This is an optimization exercise on Yosys and OpenROAD, whose aim is small area, a short achievable clock period and few clock cycles per item, not a production implementation.
Function was checked by simulation only, so behaviour that the tests miss may differ from the original.
Power and IR drop assume default switching activity.

### flow/design.v
`timescale 1ns/10ps
package rename_pkg;
    localparam int arch_regs = 32;
    localparam int phys_regs = 64;
    localparam int rob_depth = 16;
    localparam int xlen      = 32;
    typedef logic [4:0]      arch_reg_t;
    typedef logic [5:0]      phys_reg_t;
    typedef logic [3:0]      rob_id_t;
    typedef logic [xlen-1:0] pc_t;
    typedef enum logic {
        st_run     = 1'b0,
        st_recover = 1'b1
    } rec_state_t;
endpackage
`timescale 1ns/10ps
module recovery_ctrl (
    input  logic started,
    input  logic flush,
    output logic recover
);
    assign recover = flush || !started;
endmodule
`timescale 1ns/10ps
module walk_counter (
    input  logic clk,
    input  logic rst_n,
    output logic started
);
    always_ff @(posedge clk or negedge rst_n) begin
        if (!rst_n) started <= 1'b0;
        else        started <= 1'b1;
    end
endmodule
`timescale 1ns/10ps
module alias_table (
    input  logic                  clk,
    input  logic                  rst_n,
    input  logic                  recover,
    input  rename_pkg::arch_reg_t lookup_rs1,
    input  rename_pkg::arch_reg_t lookup_rs2,
    output rename_pkg::phys_reg_t map_rs1,
    output rename_pkg::phys_reg_t map_rs2,
    input  logic                  rat_write,
    input  rename_pkg::arch_reg_t write_rd,
    input  rename_pkg::phys_reg_t write_phys,
    input  logic                  commit_valid,
    input  rename_pkg::arch_reg_t commit_rd,
    input  rename_pkg::phys_reg_t commit_phys,
    output rename_pkg::phys_reg_t release_phys
);
    rename_pkg::phys_reg_t spec_map [1:rename_pkg::arch_regs-1];
    rename_pkg::phys_reg_t arch_map [1:rename_pkg::arch_regs-1];
    always_ff @(posedge clk or negedge rst_n) begin
        if (!rst_n) begin
            for (int i = 1; i < rename_pkg::arch_regs; i++)
                arch_map[i] <= rename_pkg::phys_reg_t'(i);
        end else begin
            for (int i = 1; i < rename_pkg::arch_regs; i++)
                if (commit_valid && commit_rd == rename_pkg::arch_reg_t'(i))
                    arch_map[i] <= commit_phys;
        end
    end
    always_ff @(posedge clk) begin
        for (int i = 1; i < rename_pkg::arch_regs; i++) begin
            if (recover) begin
                if (commit_valid && commit_rd == rename_pkg::arch_reg_t'(i))
                    spec_map[i] <= commit_phys;
                else
                    spec_map[i] <= arch_map[i];
            end else if (rat_write && write_rd == rename_pkg::arch_reg_t'(i)) begin
                spec_map[i] <= write_phys;
            end
        end
    end
    always_comb begin
        map_rs1      = '0;
        map_rs2      = '0;
        release_phys = '0;
        for (int i = 1; i < rename_pkg::arch_regs; i++) begin
            if (lookup_rs1 == rename_pkg::arch_reg_t'(i)) map_rs1 = spec_map[i];
            if (lookup_rs2 == rename_pkg::arch_reg_t'(i)) map_rs2 = spec_map[i];
            if (commit_rd  == rename_pkg::arch_reg_t'(i)) release_phys = arch_map[i];
        end
    end
endmodule
`timescale 1ns/10ps
module free_list (
    input  logic                  clk,
    input  logic                  rst_n,
    input  logic                  recover,
    input  logic                  alloc,
    output rename_pkg::phys_reg_t free_phys,
    output logic [rename_pkg::phys_regs-1:0] free_onehot,
    input  logic                  commit_valid,
    input  rename_pkg::arch_reg_t commit_rd,
    input  rename_pkg::phys_reg_t commit_phys,
    input  rename_pkg::phys_reg_t release_phys
);
    logic [rename_pkg::phys_regs-1:1] arch_busy;
    logic [rename_pkg::phys_regs-1:1] infl;
    logic                             rel_valid;
    rename_pkg::phys_reg_t            rel_phys;
    logic                             commit_real;
    logic [rename_pkg::phys_regs-1:1] free_vec;
    assign commit_real = commit_valid && (commit_rd != '0);
    always_ff @(posedge clk or negedge rst_n) begin
        if (!rst_n) begin
            rel_valid <= 1'b0;
            arch_busy <= {{(rename_pkg::phys_regs - rename_pkg::arch_regs){1'b0}},
                          {(rename_pkg::arch_regs - 1){1'b1}}};
        end else begin
            rel_valid <= commit_real;
            for (int i = 1; i < rename_pkg::phys_regs; i++) begin
                if (commit_real && commit_phys == rename_pkg::phys_reg_t'(i))
                    arch_busy[i] <= 1'b1;
                else if (rel_valid && rel_phys == rename_pkg::phys_reg_t'(i))
                    arch_busy[i] <= 1'b0;
            end
        end
    end
    always_ff @(posedge clk) begin
        rel_phys <= release_phys;
        for (int i = 1; i < rename_pkg::phys_regs; i++) begin
            if (recover)
                infl[i] <= 1'b0;
            else if (alloc && free_onehot[i])
                infl[i] <= 1'b1;
            else if (commit_valid && commit_phys == rename_pkg::phys_reg_t'(i))
                infl[i] <= 1'b0;
        end
    end
    assign free_vec = ~(arch_busy | infl);
    always_comb begin
        free_onehot = '0;
        free_phys   = '0;
        for (int i = rename_pkg::phys_regs - 1; i >= 1; i--) begin
            if (free_vec[i]) begin
                free_onehot    = '0;
                free_onehot[i] = 1'b1;
                free_phys      = rename_pkg::phys_reg_t'(i);
            end
        end
    end
endmodule
`timescale 1ns/10ps
module rob_id_alloc (
    input  logic                clk,
    input  logic                rst_n,
    input  logic                flush,
    input  logic                alloc,
    input  logic                commit_valid,
    output rename_pkg::rob_id_t next_id,
    output logic                id_free
);
    rename_pkg::rob_id_t    head;
    rename_pkg::rob_id_t    tail;
    logic [4:0] count;
    always_ff @(posedge clk or negedge rst_n) begin
        if (!rst_n) begin
            head  <= '0;
            tail  <= '0;
            count <= '0;
        end else begin
            if (commit_valid) head <= head + rename_pkg::rob_id_t'(1);
            if (flush) begin
                tail  <= commit_valid ? head + rename_pkg::rob_id_t'(1) : head;
                count <= '0;
            end else begin
                if (alloc) tail <= tail + rename_pkg::rob_id_t'(1);
                if (alloc && !commit_valid) count <= count + 5'd1;
                else if (commit_valid && !alloc) count <= count - 5'd1;
            end
        end
    end
    assign next_id = tail;
    assign id_free = (count != 5'(rename_pkg::rob_depth));
endmodule
`timescale 1ns/10ps
module rename_stage (
    input  logic                  clk,
    input  logic                  rst_n,
    input  logic                  flush,
    input  logic                  started,
    input  logic                  in_valid,
    input  rename_pkg::pc_t       in_pc,
    input  rename_pkg::arch_reg_t in_rd,
    output logic                  in_ready,
    output logic                  out_valid,
    input  logic                  out_ready,
    output rename_pkg::pc_t       out_pc,
    output rename_pkg::phys_reg_t out_phys_rs1,
    output rename_pkg::phys_reg_t out_phys_rs2,
    output rename_pkg::phys_reg_t out_phys_rd,
    output rename_pkg::rob_id_t   out_rob_id,
    input  rename_pkg::phys_reg_t map_rs1,
    input  rename_pkg::phys_reg_t map_rs2,
    input  rename_pkg::phys_reg_t free_phys,
    input  rename_pkg::rob_id_t   next_id,
    input  logic                  id_free,
    output logic                  alloc,
    output logic                  rat_write
);
    logic need_rd;
    logic slot_open;
    assign need_rd   = (in_rd != '0);
    assign slot_open = !out_valid || out_ready;
    assign in_ready  = started && id_free && slot_open;
    assign alloc     = in_valid && in_ready && !flush;
    assign rat_write = alloc && need_rd;
    always_ff @(posedge clk or negedge rst_n) begin
        if (!rst_n) begin
            out_valid <= 1'b0;
        end else if (flush) begin
            out_valid <= 1'b0;
        end else if (alloc) begin
            out_valid <= 1'b1;
        end else if (out_ready) begin
            out_valid <= 1'b0;
        end
    end
    always_ff @(posedge clk) begin
        if (slot_open) begin
            out_pc       <= in_pc;
            out_phys_rs1 <= map_rs1;
            out_phys_rs2 <= map_rs2;
            out_phys_rd  <= need_rd ? free_phys : '0;
            out_rob_id   <= next_id;
        end
    end
endmodule
`timescale 1ns/10ps
module rename_top (
    input  logic                  clk,
    input  logic                  rst_n,
    input  logic                  in_valid,
    input  rename_pkg::pc_t       in_pc,
    input  rename_pkg::arch_reg_t in_rs1,
    input  rename_pkg::arch_reg_t in_rs2,
    input  rename_pkg::arch_reg_t in_rd,
    output logic                  in_ready,
    output logic                  out_valid,
    input  logic                  out_ready,
    output rename_pkg::pc_t       out_pc,
    output rename_pkg::phys_reg_t out_phys_rs1,
    output rename_pkg::phys_reg_t out_phys_rs2,
    output rename_pkg::phys_reg_t out_phys_rd,
    output rename_pkg::rob_id_t   out_rob_id,
    input  logic                  commit_valid,
    input  rename_pkg::arch_reg_t commit_rd,
    input  rename_pkg::phys_reg_t commit_phys,
    input  logic                  flush
);
    logic      started;
    logic      recover;
    rename_pkg::phys_reg_t map_rs1;
    rename_pkg::phys_reg_t map_rs2;
    logic      alloc;
    logic      rat_write;
    rename_pkg::phys_reg_t free_phys;
    logic [rename_pkg::phys_regs-1:0] free_onehot;
    rename_pkg::phys_reg_t release_phys;
    rename_pkg::rob_id_t   next_id;
    logic      id_free;
    walk_counter u_walk_counter (
        .clk     (clk),
        .rst_n   (rst_n),
        .started (started)
    );
    recovery_ctrl u_recovery_ctrl (
        .started (started),
        .flush   (flush),
        .recover (recover)
    );
    alias_table u_alias_table (
        .clk          (clk),
        .rst_n        (rst_n),
        .recover      (recover),
        .lookup_rs1   (in_rs1),
        .lookup_rs2   (in_rs2),
        .map_rs1      (map_rs1),
        .map_rs2      (map_rs2),
        .rat_write    (rat_write),
        .write_rd     (in_rd),
        .write_phys   (free_phys),
        .commit_valid (commit_valid),
        .commit_rd    (commit_rd),
        .commit_phys  (commit_phys),
        .release_phys (release_phys)
    );
    free_list u_free_list (
        .clk          (clk),
        .rst_n        (rst_n),
        .recover      (recover),
        .alloc        (rat_write),
        .free_phys    (free_phys),
        .free_onehot  (free_onehot),
        .commit_valid (commit_valid),
        .commit_rd    (commit_rd),
        .commit_phys  (commit_phys),
        .release_phys (release_phys)
    );
    rob_id_alloc u_rob_id_alloc (.*);
    rename_stage u_rename_stage (.*);
endmodule
### flow/run.sh
#!/bin/bash
# synth_recipe.tcl (not shown) runs the flow's synth.tcl, then flattens the netlist and writes it again
# the make line also repeats each setting of config.mk as NAME=value (left out here)
make -C /OpenROAD-flow-scripts/flow DESIGN_CONFIG=/design/flow/config.mk WORK_HOME=/design/flow/orfs CLKGATE_MAP_FILE= SYNTH_SCRIPT=/design/flow/synth_recipe.tcl finish
### flow/config.mk
export PLATFORM = sky130hd
export DESIGN_NAME = rename_top
export DESIGN_NICKNAME = rename_top
export VERILOG_FILES = /design/flow/design.v
export SDC_FILE = /design/flow/constraint.sdc
export NUM_CORES = 4
export LEC_CHECK = 0
export CAP_MARGIN = 20
export CORE_MARGIN = 2
export CORE_UTILIZATION = 40
export SLEW_MARGIN = 20
### flow/constraint.sdc
create_clock -name core_clock -period 5.5 [get_ports {clk}]
set_input_delay 1.1000 -clock core_clock [delete_from_list [all_inputs] [get_ports {clk}]]
set_output_delay 1.1000 -clock core_clock [all_outputs]
set_load 0.01 [all_outputs]
==> notes.md <==
-- logic make-up (layout without fill, tap and decap cells) --
group / after synthesis / count (layout) / synth area share
buf+inv: 258 / 359 / 0.03279
other cells: 1 / 3 / 0.0001212
compound gates: 1077 / 1077 / 0.2200
simple gates: 901 / 901 / 0.1429
fa+ha+maj: 6 / 6 / 0.002669
mux: 280 / 280 / 0.1021
xor+xnor: 11 / 11 / 0.003114
flops: 574 / 574 / 0.4964
-- power breakdown --
group	switching [mW]	internal (mW)
Clock	1.80	2.67
Combinational	2.07	1.26
Sequential	0.768	5.54
-- worst min-delay path by stage --
stage	start	endpoint	slack, ns	cells after the start
finish	rst_n	u_alias_table.arch_map[26][5]	0.47	1
global route	u_rob_id_alloc.tail[3]	u_rename_stage.out_rob_id[3]	0.49	0
CTS	u_rob_id_alloc.tail[3]	u_rename_stage.out_rob_id[3]	0.48	0
detailed placement	u_rob_id_alloc.tail[3]	u_rename_stage.out_rob_id[3]	0.46	0
global placement	u_rob_id_alloc.tail[3]	u_rename_stage.out_rob_id[3]	0.46	0
floorplan	u_rob_id_alloc.head[3]	u_rob_id_alloc.head[3]	0.44	1
-- placed cells by master (no fill, tap or decap), types with 20 or more instances in the layout --
master	n
nor2b_1	33
o22ai_1	78
a31oi_1	25
nand2_1	230
clkbuf_16	65
o21bai_1	22
inv_1	27
a211oi_1	29
clkdlybuf4s50_1	112
nor3_1	60
nor2_1	301
mux2_2	214
nand3_1	70
dfstp_2	111
dfrtp_1	154
dfxtp_1	69
a21oi_1	238
mux2i_1	59
o21ba_2	60
edfxtp_1	240
a22oi_1	20
o21ai_0	382
buf_4	91
-- registers in the layout, summed over array words and instances, names as in the netlist --
| name | count |
|---|---|
| u_rename_stage.out_phys_rd | 6 |
| u_walk_counter.started | 1 |
| u_rename_stage.out_phys_rs2 | 6 |
| u_alias_table.arch_map | 186 |
| u_free_list.rel_valid | 1 |
| u_rename_stage.out_phys_rs1 | 6 |
| u_free_list.rel_phys | 6 |
| u_rob_id_alloc.count | 5 |
| u_rename_stage.out_rob_id | 4 |
| u_rename_stage.out_valid | 1 |
| u_free_list.infl | 63 |
| u_free_list.arch_busy | 63 |
| u_rob_id_alloc.head | 4 |
| u_rob_id_alloc.tail | 4 |
| u_rename_stage.out_pc | 32 |
| u_alias_table.spec_map | 186 |
-- worst register-to-register path, cell delays in order, from the launching register on --
cell	delay, ns
dfrtp_1	0.45
o22ai_1	0.36
o21ai_0	0.22
a211oi_1	0.49
o211ai_1	0.32
a211oi_4	0.83
buf_4	0.45
nor3_1	0.15
-- final cells by class --
cell class,instances,area share
clock inverters,32,0.01199
multi-input cells,2276,0.4123
flip-flops and latches,574,0.4328
repair buffers,211,0.05353
inverters,32,0.003385
clock buffers,84,0.04954
diodes,2,0.0001410
well taps,1030,0.03632
-- per-layer routing --
| metal | vias to the layer above | share of wire | global-route usage |
|---|---|---|---|
| met4 | 6 | 0.054 | 0.1494 |
| met1 | 13519 | 0.42 | 0.4273 |
| met2 | 1706 | 0.43 | 0.4647 |
| met3 | 320 | 0.096 | 0.05963 |
| li1 | 11797 | - | - |
| met5 | - | 0.00031 | 0 |
==> metrics.csv <==
stage,metric,value,unit
global_route,gr usage total,0.3089,
power_and_ir_drop,Total Power,14.10,mW
clock_tree,CTS root buf,clkbuf_16,
power_and_ir_drop,P per Cell Area,397.4,mW/mm²
final_layout,final core utilization,0.4657,
worst_setup_path,R2R depth,7,
synthesis,synth unique cells,99,
routing,Starting DRT DRC Count,3426,
synthesis,sequential area share after synthesis,0.4964,
worst_setup_path,crit path DAT,5.12,ns
synthesis,number of flops mapped to enable cells by yosys,240,
synthesis,Yosys top cell by area,edfxtp_1,
sta,Tcrit/Tclk final,0.8297,
final_layout,area occupied by multi-input gates,0.01463,mm²
routing,Routed WL,124.6,mm
worst_setup_path,Worst path depth,8,
routing,overall via count from detail_route,27348,
placement,HPWL after detailed placement,91.13,mm
sta,final hold vios,0,
sta,worst-margin pin slew,1.146,ns
sta,Final Max Slew Viols,0,
final_layout,fin nets,3226,
synthesis,main flop type after synthesis,edfxtp_1,
sta,worst hold slack,0.4686,ns
routing,DR DRC count,0,
worst_setup_path,largest fanout on the critical path,25,
final_layout,Finished Cell Area,0.03548,mm²
min_path,min-delay worst type,input port to asynchronous set/reset pin,
routing,vias per cell,6.448,
placement,dpl ws,0.4757,ns
synthesis,Yosys top cell area share,0.2329,
worst_setup_path,R2R Path Start,u_free_list.arch_busy[56],
clock_tree,CTS hold repair buffers,0,
routing,First-pass DRT Iterations,6,
final_layout,fillers,7101,
worst_setup_path,slowest cell on the critical path,clkdlybuf4s50_1,
worst_setup_path,Worst EP required,6.05,ns
clock_tree,CTS buffer count,61,
worst_setup_path,startpoint types,input port,
worst_setup_path,type of the worst setup path,input port to flop,
global_route,vias in the first global route,26334,
final_layout,P&R area growth vs syn,14.68,%
sta,Tmin final,4.564,ns
placement,IO buf count,119,
worst_setup_path,Buf/Inv on CP,2,
sta,worst setup slack after layout,0.9365,ns
clock_tree,Worst-path clk slew,0.06,ns
run,maxcap violations,0,
global_route,largest net degree at the start of global routing,105,
clock_tree,Max Buffers Root-to-Sink,3,
synthesis,ys async rst share,0.4617,
power_and_ir_drop,peak supply drop,0.2332,mV
worst_setup_path,R2R Path End,u_alias_table.spec_map[12][1],
synthesis,synth cell count leaders,"o21ai_0, nor2_1, edfxtp_1, a21oi_1, nand2_1",
worst_setup_path,Worst Setup EP,u_free_list.rel_phys[1],
sta,Max Fclk,219.1,MHz
worst_setup_path,CP endpoint kind,flop,
floorplan,Top Ports,120,
floorplan,Rows,101,
floorplan,core footprint,0.07620,mm²
floorplan,Die W,282.1,µm
placement,Placer Congestion,0.9783,
worst_setup_path,cell-by-cell trace of the critical path,"clkdlybuf4s50_1, inv_2, or3_1, o32ai_1, nand2_1, a2111oi_1, o21ai_1, nand3_1",
clock_tree,CTS tree,yes,
synthesis,yosys warns,7,
routing,Final ANT Viol Nets,0,
sta,relative slew slack,0.2288,
clock_tree,CTS sink count,574,
routing,Avg WL per Cell,29.39,µm
floorplan,chip height,282.1,µm
synthesis,Synth Register Bits,574,
sta,final setup fails,0,
sta,Clock Skew,0.02329,ns
worst_setup_path,Crit path max-delay family,compound AO/OA/AOI/OAI gates,
power_and_ir_drop,leakage power,13.04,nW
worst_setup_path,CP peak stage delay,1.17,ns
clock_tree,total setup buffers inserted after CTS,0,
worst_setup_path,Worst setup startpoint,commit_rd[2],
global_route,initial antenna violation count,4,
clock_tree,clock latency on the worst-skew pair,0.65,ns
final_layout,register area,0.01536,mm²
floorplan,initial core utilization,0.4061,
synthesis,Synth Instances,3108,
final_layout,share of layout cells above drive strength 1,0.2001,
synthesis,Synth area leaders,"edfxtp_1, dfrtp_1, dfstp_2",
synthesis,"Cell Area, Synth",0.03094,mm²
sta,Total Neg Setup Slack,0,ns
placement,dpl cells,4123,
global_route,first-pass GRT wire length,181.2,mm
synthesis,Mean Syn Cell Area,9.956,µm²
synthesis,synthesized net count,3178,
status,outcome,finished clean,
placement,Post-Place Cell Area,0.03329,mm²
sta,RSZ-0062 raised after global routing,false,
global_route,grt total ovfl,0,
worst_setup_path,reg2reg setup slack,1.95,ns
floorplan,DIE AREA,0.07960,mm²
final_layout,"non-filler cells, final",4241,
synthesis,"count leader, synth",o21ai_0,
clock_tree,H-tree depth,2,
clock_tree,post-cts resize count,0,
Testbench counts, summed over its fixed seeds: cycles 5,204, items 4,096.

[separate check: timing with driven ports]
How much do the figures lean on ideal ports? The routed layout below was timed once more, with nothing changed but the port constraints. Step 1: set_driving_cell puts a clkbuf_16 on clk and a buf_2 on each other input, an assumption about the parent block. Step 2 moves the port delays by t, midway between the first and last clock arrival at a register: inputs arrive t later, outputs are due t later. That takes back most of the time a late clock gives input paths. a / b / c = ideal ports / drivers / drivers and shift; a / b = the first two.
t (ns): 0.702
setup WS [ns]: 0.936 / 0.903 / 0.201
clock arrival spread, ns: 0.024 / 0.023
worst register clock-pin slew, ns: 0.07 / 0.07
After both steps this run still meets setup and hold. The setup slack of this run moves by -0.033 ns with the drivers and by -0.735 ns with both steps.
